Source: an optimization exercise on an open RTL-to-GDS flow (aim: small area). Production flows keep margins and buffers that such runs may drop.
Function was checked by simulation only, so behaviour that the tests miss may differ from the original.
Power and IR drop assume default switching activity.

==> flow/design.v <==
module baby_store_loader (
   input  logic        fpgaGlobalClock,
   input  logic        reset_i,
   input  logic [4:0]  cpu_addr_i,
   input  logic [31:0] cpu_data_i,
   input  logic        cpu_rw_en_i,
   output logic [31:0] cpu_data_o,
   input  logic        stop_lamp_i,
   output logic        cpu_hold_o,
   input  logic        ld_start_i,
   input  logic        ld_valid_i,
   input  logic [7:0]  ld_byte_i,
   output logic        ld_ready_o,
   output logic        load_done_o,
   input  logic        dump_start_i,
   output logic        dump_valid_o,
   output logic [7:0]  dump_byte_o,
   input  logic        dump_ready_i
);
   logic        load_q;      
   logic        hold_q;      
   logic        hold_d;
   logic        aidle_q;     
   logic        dump_s;      
   logic        dvalid_q;    
   logic        done_q;      
   logic [6:0]  pos_q;       
   logic [23:0] buf_q;       
   logic        idle_s;
   logic        dump_trig_s;
   logic        ld_acc_s;    
   logic        dp_hs_s;     
   logic        dp_fetch_s;  
   logic        dp_end_s;    
   logic        last_s;      
   logic        zero_s;      
   logic        we_s;        
   logic [4:0]  addr_s;
   logic [31:0] sel_s;       
   logic [31:0] wen_s;       
   logic [3:0]  pa_s;        
   logic [7:0]  pb_s;        
   logic [31:0] wdata_s;
   logic [31:0] rd_s;
   logic [31:0] mem_q [32];
   logic stop_low_q;
   always_ff @(posedge fpgaGlobalClock or negedge reset_i) begin
      if (!reset_i) stop_low_q <= 1'b0;
      else          stop_low_q <= ~stop_lamp_i;
   end
   assign dump_trig_s = dump_start_i | (stop_lamp_i & stop_low_q);
   assign idle_s   = ~hold_q;
   assign dump_s   = hold_q & ~load_q;
   assign ld_acc_s = load_q & ld_valid_i & ~ld_start_i;
   assign dp_hs_s  = dvalid_q & dump_ready_i;
   assign last_s   = &pos_q;
   assign zero_s   = ~|pos_q;
   assign dp_fetch_s = dump_s & (~dvalid_q | (dump_ready_i & ~zero_s));
   assign dp_end_s   = dp_hs_s & zero_s;
   assign hold_d = idle_s ? (ld_start_i | dump_trig_s)
                          : ~((ld_acc_s & last_s) | dp_end_s);
   always_ff @(posedge fpgaGlobalClock or negedge reset_i) begin
      if (!reset_i) aidle_q <= 1'b1;
      else          aidle_q <= ~hold_d;
   end
   always_ff @(posedge fpgaGlobalClock or negedge reset_i) begin
      if (!reset_i) begin
         load_q   <= 1'b0;
         hold_q   <= 1'b0;
         dvalid_q <= 1'b0;
         done_q   <= 1'b0;
         pos_q    <= 7'd0;
      end else begin
         done_q <= ld_acc_s & last_s;
         hold_q <= hold_d;
         if (idle_s) load_q <= ld_start_i;
         if (ld_acc_s & last_s) load_q <= 1'b0;
         if (dump_s) dvalid_q <= ~dp_end_s;
         if (load_q & ld_start_i) pos_q <= 7'd0;
         else if (ld_acc_s | dp_fetch_s) pos_q <= pos_q + 7'd1;
      end
   end
   always_ff @(posedge fpgaGlobalClock) begin
      if (dp_fetch_s) begin
         buf_q[7:0] <= rd_s[{pos_q[1:0], 3'b000} +: 8];
      end else if (ld_acc_s) begin
         case (pos_q[1:0])
            2'd0:    buf_q[7:0]   <= ld_byte_i;
            2'd1:    buf_q[15:8]  <= ld_byte_i;
            2'd2:    buf_q[23:16] <= ld_byte_i;
            default: ;
         endcase
      end
   end
   assign addr_s = (cpu_addr_i & {5{aidle_q}}) | pos_q[6:2];
   always_comb begin
      for (int i = 0; i < 4; i++) pa_s[i] = (addr_s[1:0] == 2'(i));
      for (int j = 0; j < 8; j++) pb_s[j] = (addr_s[4:2] == 3'(j));
   end
   for (genvar w = 0; w < 32; w++) begin : g_dec
      bsl_and2 u_sel (.a (pa_s[w % 4]), .b (pb_s[w / 4]), .y (sel_s[w]));
      bsl_and3 u_wen (.a (pa_s[w % 4]), .b (pb_s[w / 4]), .c (we_s), .y (wen_s[w]));
   end
   assign we_s    = (idle_s & cpu_rw_en_i) | (ld_acc_s & (&pos_q[1:0]));
   assign wdata_s = idle_s ? cpu_data_i : {ld_byte_i, buf_q};
   always_ff @(posedge fpgaGlobalClock) begin
      for (int w = 0; w < 32; w++) begin
         if (wen_s[w]) mem_q[w] <= wdata_s;
      end
   end
   logic [9:0]  rdn_s [32];
   logic [31:0] rd_hi_s;
   for (genvar b = 0; b < 32; b++) begin : g_rd
      for (genvar g = 0; g < 10; g++) begin : g_grp
         bsl_aoi222 u_aoi (
            .a0 (mem_q[3*g][b]),   .s0 (sel_s[3*g]),
            .a1 (mem_q[3*g+1][b]), .s1 (sel_s[3*g+1]),
            .a2 (mem_q[3*g+2][b]), .s2 (sel_s[3*g+2]),
            .y  (rdn_s[b][g])
         );
      end
      bsl_ao22 u_ao (
         .a0 (mem_q[30][b]), .s0 (sel_s[30]),
         .a1 (mem_q[31][b]), .s1 (sel_s[31]),
         .y  (rd_hi_s[b])
      );
      assign rd_s[b] = ~&rdn_s[b][9:0] | rd_hi_s[b];
   end
   assign cpu_data_o   = idle_s ? rd_s : 32'd0;
   assign dump_byte_o  = buf_q[7:0];
   assign cpu_hold_o   = ~idle_s;
   assign ld_ready_o   = load_q;
   assign load_done_o  = done_q;
   assign dump_valid_o = dvalid_q;
endmodule
module bsl_aoi222 (
   input  logic a0, s0, a1, s1, a2, s2,
   output logic y
);
   assign y = ~((a0 & s0) | (a1 & s1) | (a2 & s2));
endmodule
module bsl_ao22 (
   input  logic a0, s0, a1, s1,
   output logic y
);
   assign y = (a0 & s0) | (a1 & s1);
endmodule
module bsl_and2 (
   input  logic a, b,
   output logic y
);
   assign y = a & b;
endmodule
module bsl_and3 (
   input  logic a, b, c,
   output logic y
);
   assign y = a & b & c;
endmodule
==> flow/config.mk <==
export PLATFORM = sky130hd
export DESIGN_NAME = baby_store_loader
export DESIGN_NICKNAME = baby_store_loader
export VERILOG_FILES = /design/flow/design.v
export SDC_FILE = /design/flow/constraint.sdc
export NUM_CORES = 4
export LEC_CHECK = 0
export CAP_MARGIN = 20
export CORE_MARGIN = 2
export CORE_UTILIZATION = 75
export GPL_TIMING_DRIVEN = 0
export SETUP_SLACK_MARGIN = 0.15
export SLEW_MARGIN = 20
export SYNTH_HIERARCHICAL = 1
==> flow/constraint.sdc <==
create_clock -name core_clock -period 6.0 [get_ports {fpgaGlobalClock}]
set_input_delay 1.2000 -clock core_clock [delete_from_list [all_inputs] [get_ports {fpgaGlobalClock}]]
set_output_delay 1.2000 -clock core_clock [all_outputs]
set_load 0.01 [all_outputs]
standard.sh (not shown) runs the stock make flow with config.mk's settings and CLKGATE_MAP_FILE= SYNTH_SCRIPT=/design/flow/synth_recipe.tcl, a recipe that flattens the netlist after the stock synthesis.
==> flow/flow/run.sh <==
#!/bin/bash
# Layout flow: the standard ORFS flow (standard.sh). Synthesis runs
# unchanged; the layout steps then run with these choices, passed to ORFS
# through its own variables:
#   * synthesis's buffers are removed before global placement (flow/rmbuf.tcl)
#   * port buffers are buf_1 instead of ORFS's default pick
#   * the platform's don't-use list also holds the big data buffers
#     (buf_6 and up, bufbuf_*), so fanout and slew repair uses buf_4 and below
#   * before the placement repair, the store's word-line drivers are given
#     x4 (read select) or x2 (write enable) drive (flow/presize.tcl)
#   * clock tree synthesis runs without dummy loads, with clkbuf_8 only
#     and a chosen sink clustering
# ORFS writes each tool's output to its own log under orfs/logs; the make
# output of synthesis and of the layout steps goes to synth.log and flow.log.
set -euo pipefail
bash standard.sh synth > synth.log 2>&1
DU=$(make -s -C "$FLOW_HOME" DESIGN_CONFIG="$PWD/config.mk" WORK_HOME="$PWD/orfs" print-DONT_USE_CELLS 2> dont_use.log | sed -n 's/^DONT_USE_CELLS: //p')
[[ -n "$DU" ]]
DU="$DU sky130_fd_sc_hd__buf_6 sky130_fd_sc_hd__buf_8 sky130_fd_sc_hd__buf_12 sky130_fd_sc_hd__buf_16 sky130_fd_sc_hd__bufbuf_8 sky130_fd_sc_hd__bufbuf_16"
echo "$DU" > dont_use.txt
export PRE_GLOBAL_PLACE_TCL="$PWD/flow/rmbuf.tcl"
export PRE_RESIZE_TCL="$PWD/flow/presize.tcl"
export BUFFER_PORTS_ARGS="-buffer_cell sky130_fd_sc_hd__buf_1"
export CTS_ARGS="-sink_clustering_enable -repair_clock_nets -dont_use_dummy_load -sink_clustering_size 18 -sink_clustering_max_diameter 55 -buf_list {sky130_fd_sc_hd__clkbuf_8}"
bash standard.sh "DONT_USE_CELLS=$DU" finish > flow.log 2>&1
Other scripts of this flow, unchanged in this note and not shown: flow/flow/presize.tcl, flow/flow/rmbuf.tcl
Edit:
--- a/flow/flow/run.sh
+++ b/flow/flow/run.sh
@@ -22,4 +22,4 @@
 export PRE_RESIZE_TCL="$PWD/flow/presize.tcl"
 export BUFFER_PORTS_ARGS="-buffer_cell sky130_fd_sc_hd__buf_1"
-export CTS_ARGS="-sink_clustering_enable -repair_clock_nets -dont_use_dummy_load -sink_clustering_size 18 -sink_clustering_max_diameter 55 -buf_list {sky130_fd_sc_hd__clkbuf_8}"
+export CTS_ARGS="-sink_clustering_enable -repair_clock_nets -dont_use_dummy_load -sink_clustering_size 18 -sink_clustering_max_diameter 50 -buf_list {sky130_fd_sc_hd__clkbuf_8}"
 bash standard.sh "DONT_USE_CELLS=$DU" finish > flow.log 2>&1
Worst setup slack got worse by 0.030 ns.
Global-route usage is about the same.
Clock skew drops by 0.013 ns.
Die area stays the same.
Routed wire length is about the same.
Worst hold slack improved by 0.034 ns.
Non-clock buffer count is unchanged.
Cell area is about the same.
Via count stays flat.
Critical path depth does not change.
Sequential power barely changes.

---

// baby_store_loader: RTL as listed in full above, without the edits since
Settings: LEC_CHECK=0, CAP_MARGIN=20, CORE_MARGIN=2, CORE_UTILIZATION=75, GPL_TIMING_DRIVEN=0, SETUP_SLACK_MARGIN=0.15, SLEW_MARGIN=20, SYNTH_HIERARCHICAL=1; clock period 6.0 ns.
==> flow/flow/run.sh <==
#!/bin/bash
# Layout flow: the standard ORFS flow (standard.sh). Synthesis runs
# unchanged; the layout steps then run with these choices, passed to ORFS
# through its own variables:
#   * synthesis's buffers are removed before global placement (flow/rmbuf.tcl)
#   * port buffers are buf_1 instead of ORFS's default pick
#   * the platform's don't-use list also holds the big data buffers
#     (buf_6 and up, bufbuf_*), so fanout and slew repair uses buf_4 and below
#   * before the placement repair, the store's word-line drivers are given
#     x2 drive (flow/presize.tcl)
#   * clock tree synthesis runs without dummy loads, with clkbuf_8 only
#     and a chosen sink clustering
# ORFS writes each tool's output to its own log under orfs/logs; the make
# output of synthesis and of the layout steps goes to synth.log and flow.log.
set -euo pipefail
bash standard.sh synth > synth.log 2>&1
DU=$(make -s -C "$FLOW_HOME" DESIGN_CONFIG="$PWD/config.mk" WORK_HOME="$PWD/orfs" print-DONT_USE_CELLS 2> dont_use.log | sed -n 's/^DONT_USE_CELLS: //p')
[[ -n "$DU" ]]
DU="$DU sky130_fd_sc_hd__buf_6 sky130_fd_sc_hd__buf_8 sky130_fd_sc_hd__buf_12 sky130_fd_sc_hd__buf_16 sky130_fd_sc_hd__bufbuf_8 sky130_fd_sc_hd__bufbuf_16"
echo "$DU" > dont_use.txt
export PRE_GLOBAL_PLACE_TCL="$PWD/flow/rmbuf.tcl"
export PRE_RESIZE_TCL="$PWD/flow/presize.tcl"
export BUFFER_PORTS_ARGS="-buffer_cell sky130_fd_sc_hd__buf_1"
export CTS_ARGS="-sink_clustering_enable -repair_clock_nets -dont_use_dummy_load -sink_clustering_size 18 -sink_clustering_max_diameter 50 -buf_list {sky130_fd_sc_hd__clkbuf_8}"
bash standard.sh "DONT_USE_CELLS=$DU" finish > flow.log 2>&1
==> flow/flow/presize.tcl <==
# Runs before ORFS's repair_design (PRE_RESIZE_TCL). Each store word line
# (the decoder's final AND gate, modules bsl_and2 and bsl_and3) drives a
# whole row of 32 cells spread over the array; give those gates enough drive
# up front so the repair does not split the lines with extra buffers: x2.
set n_up 0
foreach inst [[ord::get_db_block] getInsts] {
  set m [[$inst getMaster] getName]
  if {$m eq "sky130_fd_sc_hd__and2_1" || $m eq "sky130_fd_sc_hd__and2_0"} {
    set to sky130_fd_sc_hd__and2_2
  } elseif {$m eq "sky130_fd_sc_hd__and3_1"} {
    set to sky130_fd_sc_hd__and3_2
  } else {
    continue
  }
  set out ""
  foreach it [$inst getITerms] {
    if {[$it isOutputSignal] && [$it getNet] ne "NULL"} { set out [[$it getNet] getName] }
  }
  if {[string match "g_dec*u_sel.y" $out] || [string match "g_dec*u_wen.y" $out]} {
    replace_cell [get_cells [$inst getName]] $to
    incr n_up
  }
}
puts "presize: upsized $n_up word-line drivers"
==> flow/flow/rmbuf.tcl <==
# Runs at the start of global placement (PRE_GLOBAL_PLACE_TCL), before the
# ports are buffered: remove the buffers synthesis inserted, as ORFS itself
# does when GPL_TIMING_DRIVEN is set, and leave fanout and slew to the
# placement repair.
remove_buffers
The baseline passed the timing, design-rule and antenna checks.
Rerun with:
--- a/flow/flow/run.sh
+++ b/flow/flow/run.sh
@@ -10 +10 @@
-#     x2 drive (flow/presize.tcl)
+#     x4 (read select) or x2 (write enable) drive (flow/presize.tcl)
@@ -24 +24 @@
-export CTS_ARGS="-sink_clustering_enable -repair_clock_nets -dont_use_dummy_load -sink_clustering_size 18 -sink_clustering_max_diameter 50 -buf_list {sky130_fd_sc_hd__clkbuf_8}"
+export CTS_ARGS="-sink_clustering_enable -repair_clock_nets -dont_use_dummy_load -sink_clustering_size 16 -sink_clustering_max_diameter 50 -buf_list {sky130_fd_sc_hd__clkbuf_8}"
--- a/flow/flow/presize.tcl
+++ b/flow/flow/presize.tcl
@@ -4 +4,2 @@
-# up front so the repair does not split the lines with extra buffers: x2.
+# up front so the repair does not split the lines with extra buffers: x4 for
+# the read selects (on the core's read path), x2 for the write enables.
@@ -9 +10 @@
-    set to sky130_fd_sc_hd__and2_2
+    set to sky130_fd_sc_hd__and2_4
=> Final cell count is about the same. Clock power goes up by about 3%. Area after synthesis does not change. Cell area is about the same. Die area is unchanged. Global-route usage is about the same. Wire length is about the same. Worst hold slack is worse by 18 ps. Setup slack is better by 190 ps. Non-clock buffer count stays the same.
Rerun with:
--- a/flow/flow/run.sh
+++ b/flow/flow/run.sh
@@ -5 +4,0 @@
-#   * synthesis's buffers are removed before global placement (flow/rmbuf.tcl)
@@ -10 +9 @@
-#     x4 (read select) or x2 (write enable) drive (flow/presize.tcl)
+#     x4 drive (flow/presize.tcl)
@@ -21 +19,0 @@
-export PRE_GLOBAL_PLACE_TCL="$PWD/flow/rmbuf.tcl"
--- a/flow/flow/presize.tcl
+++ b/flow/flow/presize.tcl
@@ -3,3 +3,2 @@
-# whole row of 32 cells spread over the array; give those gates enough drive
-# up front so the repair does not split the lines with extra buffers: x4 for
-# the read selects (on the core's read path), x2 for the write enables.
+# whole row of 32 cells spread over the array; give those gates the x4 drive
+# up front so the repair does not split the lines with extra buffers.
@@ -12 +11 @@
-    set to sky130_fd_sc_hd__and3_2
+    set to sky130_fd_sc_hd__and3_4
removed: flow/flow/rmbuf.tcl
Effect: The changed run finished with timing, DRC and antenna clean; sequential cell count does not change; clock power hardly moves; routed wire length decreases by about 6%; cell area went up by about 0.7%.
Rerun with:
--- a/flow/flow/run.sh
+++ b/flow/flow/run.sh
@@ -9 +9 @@
-#     x4 drive (flow/presize.tcl)
+#     x4 (read select) or x2 (write enable) drive (flow/presize.tcl)
--- a/flow/flow/presize.tcl
+++ b/flow/flow/presize.tcl
@@ -3,2 +3,3 @@
-# whole row of 32 cells spread over the array; give those gates the x4 drive
-# up front so the repair does not split the lines with extra buffers.
+# whole row of 32 cells spread over the array; give those gates enough drive
+# up front so the repair does not split the lines with extra buffers: x4 for
+# the read selects (on the core's read path), x2 for the write enables.
@@ -11 +12 @@
-    set to sky130_fd_sc_hd__and3_4
+    set to sky130_fd_sc_hd__and3_2
What happened:
- The changed run produced a clean layout
- clock-buffer cell count stays the same
- final area shrinks slightly
- hold slack improved by 7.3 ps

---

baby_store_loader, a different RTL version from the one above (not shown whole).
For scale: roughly 1,800 cells after synthesis, roughly 1,100 flip-flops, about 97 I/O pins, ~38,000 sq um of cells after synthesis.
Design baby_store_loader, start of the top module:
module baby_store_loader (
   input  logic        fpgaGlobalClock,
   input  logic        reset_i,
   input  logic [4:0]  cpu_addr_i,
   input  logic [31:0] cpu_data_i,
   input  logic        cpu_rw_en_i,
   output logic [31:0] cpu_data_o,
   input  logic        stop_lamp_i,
   output logic        cpu_hold_o,
   input  logic        ld_start_i,
   input  logic        ld_valid_i,
   input  logic [7:0]  ld_byte_i,
   output logic        ld_ready_o,
   output logic        load_done_o,
   input  logic        dump_start_i,
   output logic        dump_valid_o,
   output logic [7:0]  dump_byte_o,
   input  logic        dump_ready_i
);
export LEC_CHECK = 0
export CAP_MARGIN = 20
export CORE_MARGIN = 2
export CORE_UTILIZATION = 75
export GPL_TIMING_DRIVEN = 0
export SETUP_SLACK_MARGIN = 0.15
export SLEW_MARGIN = 20
export SYNTH_HIERARCHICAL = 1
create_clock -name core_clock -period 6.0 [get_ports {fpgaGlobalClock}]
==> flow/flow/run.sh <==
#!/bin/bash
# Layout flow: the standard ORFS flow (standard.sh). Synthesis runs
# unchanged; the layout steps then run with these choices, passed to ORFS
# through its own variables:
#   * port buffers are buf_2 instead of ORFS's default pick
#   * the platform's don't-use list also holds the big data buffers
#     (buf_6 and up, bufbuf_*), so fanout and slew repair uses buf_4 and below
#   * before the placement repair, the store's word-line drivers are given
#     x4 drive (flow/presize.tcl)
#   * clock tree synthesis runs without dummy loads, with clkbuf_8 only
#     and a chosen sink clustering
# ORFS writes each tool's output to its own log under orfs/logs; the make
# output of synthesis and of the layout steps goes to synth.log and flow.log.
set -euo pipefail
bash standard.sh synth > synth.log 2>&1
DU=$(make -s -C "$FLOW_HOME" DESIGN_CONFIG="$PWD/config.mk" WORK_HOME="$PWD/orfs" print-DONT_USE_CELLS 2> dont_use.log | sed -n 's/^DONT_USE_CELLS: //p')
[[ -n "$DU" ]]
DU="$DU sky130_fd_sc_hd__buf_6 sky130_fd_sc_hd__buf_8 sky130_fd_sc_hd__buf_12 sky130_fd_sc_hd__buf_16 sky130_fd_sc_hd__bufbuf_8 sky130_fd_sc_hd__bufbuf_16"
echo "$DU" > dont_use.txt
export PRE_RESIZE_TCL="$PWD/flow/presize.tcl"
export BUFFER_PORTS_ARGS="-buffer_cell sky130_fd_sc_hd__buf_2"
export CTS_ARGS="-sink_clustering_enable -repair_clock_nets -dont_use_dummy_load -sink_clustering_size 16 -sink_clustering_max_diameter 50 -buf_list {sky130_fd_sc_hd__clkbuf_8}"
bash standard.sh "DONT_USE_CELLS=$DU" finish > flow.log 2>&1
==> flow/flow/presize.tcl <==
# Runs before ORFS's repair_design (PRE_RESIZE_TCL). Each store word line
# (the decoder's final AND gate, modules bsl_and2 and bsl_and3) drives a
# whole row of 32 cells spread over the array; give those gates the x4 drive
# up front so the repair does not split the lines with extra buffers.
set n_up 0
foreach inst [[ord::get_db_block] getInsts] {
  set m [[$inst getMaster] getName]
  if {$m eq "sky130_fd_sc_hd__and2_1" || $m eq "sky130_fd_sc_hd__and2_0"} {
    set to sky130_fd_sc_hd__and2_4
  } elseif {$m eq "sky130_fd_sc_hd__and3_1"} {
    set to sky130_fd_sc_hd__and3_4
  } else {
    continue
  }
  set out ""
  foreach it [$inst getITerms] {
    if {[$it isOutputSignal] && [$it getNet] ne "NULL"} { set out [[$it getNet] getName] }
  }
  if {[string match "g_dec*u_sel.y" $out] || [string match "g_dec*u_wen.y" $out]} {
    replace_cell [get_cells [$inst getName]] $to
    incr n_up
  }
}
puts "presize: upsized $n_up word-line drivers"
The baseline finished clean.
Then changed:
CORE_UTILIZATION = 78   (was 75)
=> Critical path depth is unchanged; flip-flop and latch count is unchanged; final cell count is lower by 2.1%; setup slack hardly moves; wire length is lower by 0.41%; clock-buffer cell count is higher by 2.

-- re-timing with driven ports --
No port has a modelled driver above. Below, the same layouts with a new extraction and two added sets of constraints.
Step 1 (the two cells are an assumption about what drives the block):
set clk [get_ports {fpgaGlobalClock}]
set_driving_cell -lib_cell sky130_fd_sc_hd__clkbuf_16 $clk
set_driving_cell -lib_cell sky130_fd_sc_hd__buf_2 [delete_from_list [all_inputs] $clk]
Step 2, shift: input delay + t, output delay - t, t = (earliest + latest rising clock arrival at the registers) / 2. This alone moves slack from input paths to output paths.
Three values: no drivers, after step 1, after step 2; two values: the first two.
| run | shift t [ns] | slack for setup (ns) | latest minus earliest clock arrival (ns) | worst data-port slew with drivers (ns) |
|---|---|---|---|---|
| the first run of note 1 | 0.727 | 0.470 / 0.436 / 0.436 | 0.061 / 0.060 | 0.13 |
| the second run of note 1 | 0.718 | 0.441 / 0.406 / 0.406 | 0.061 / 0.061 | 0.11 |
| the first run of note 2 | 0.715 | 0.285 / 0.249 / 0.249 | 0.064 / 0.064 | 0.13 |
| the second run of note 2 | 0.705 | 0.472 / 0.440 / 0.440 | 0.057 / 0.056 | 0.12 |
| the third run of note 2 | 0.728 | 0.141 / 0.080 / 0.218 | 0.062 / 0.062 | 0.14 |
| the fourth run of note 2 | 0.730 | 0.370 / 0.313 / 0.408 | 0.058 / 0.058 | 0.13 |
| the first run of note 3 | 0.739 | 0.484 / 0.423 / 0.546 | 0.066 / 0.066 | 0.08 |
| the second run of note 3 | 0.733 | 0.484 / 0.429 / 0.555 | 0.091 / 0.091 | 0.09 |
After both steps setup and hold are still met in every run listed. For the first run of note 2, which loses most, drivers alone change the setup slack by -0.036 ns; drivers and shift together by -0.036 ns.
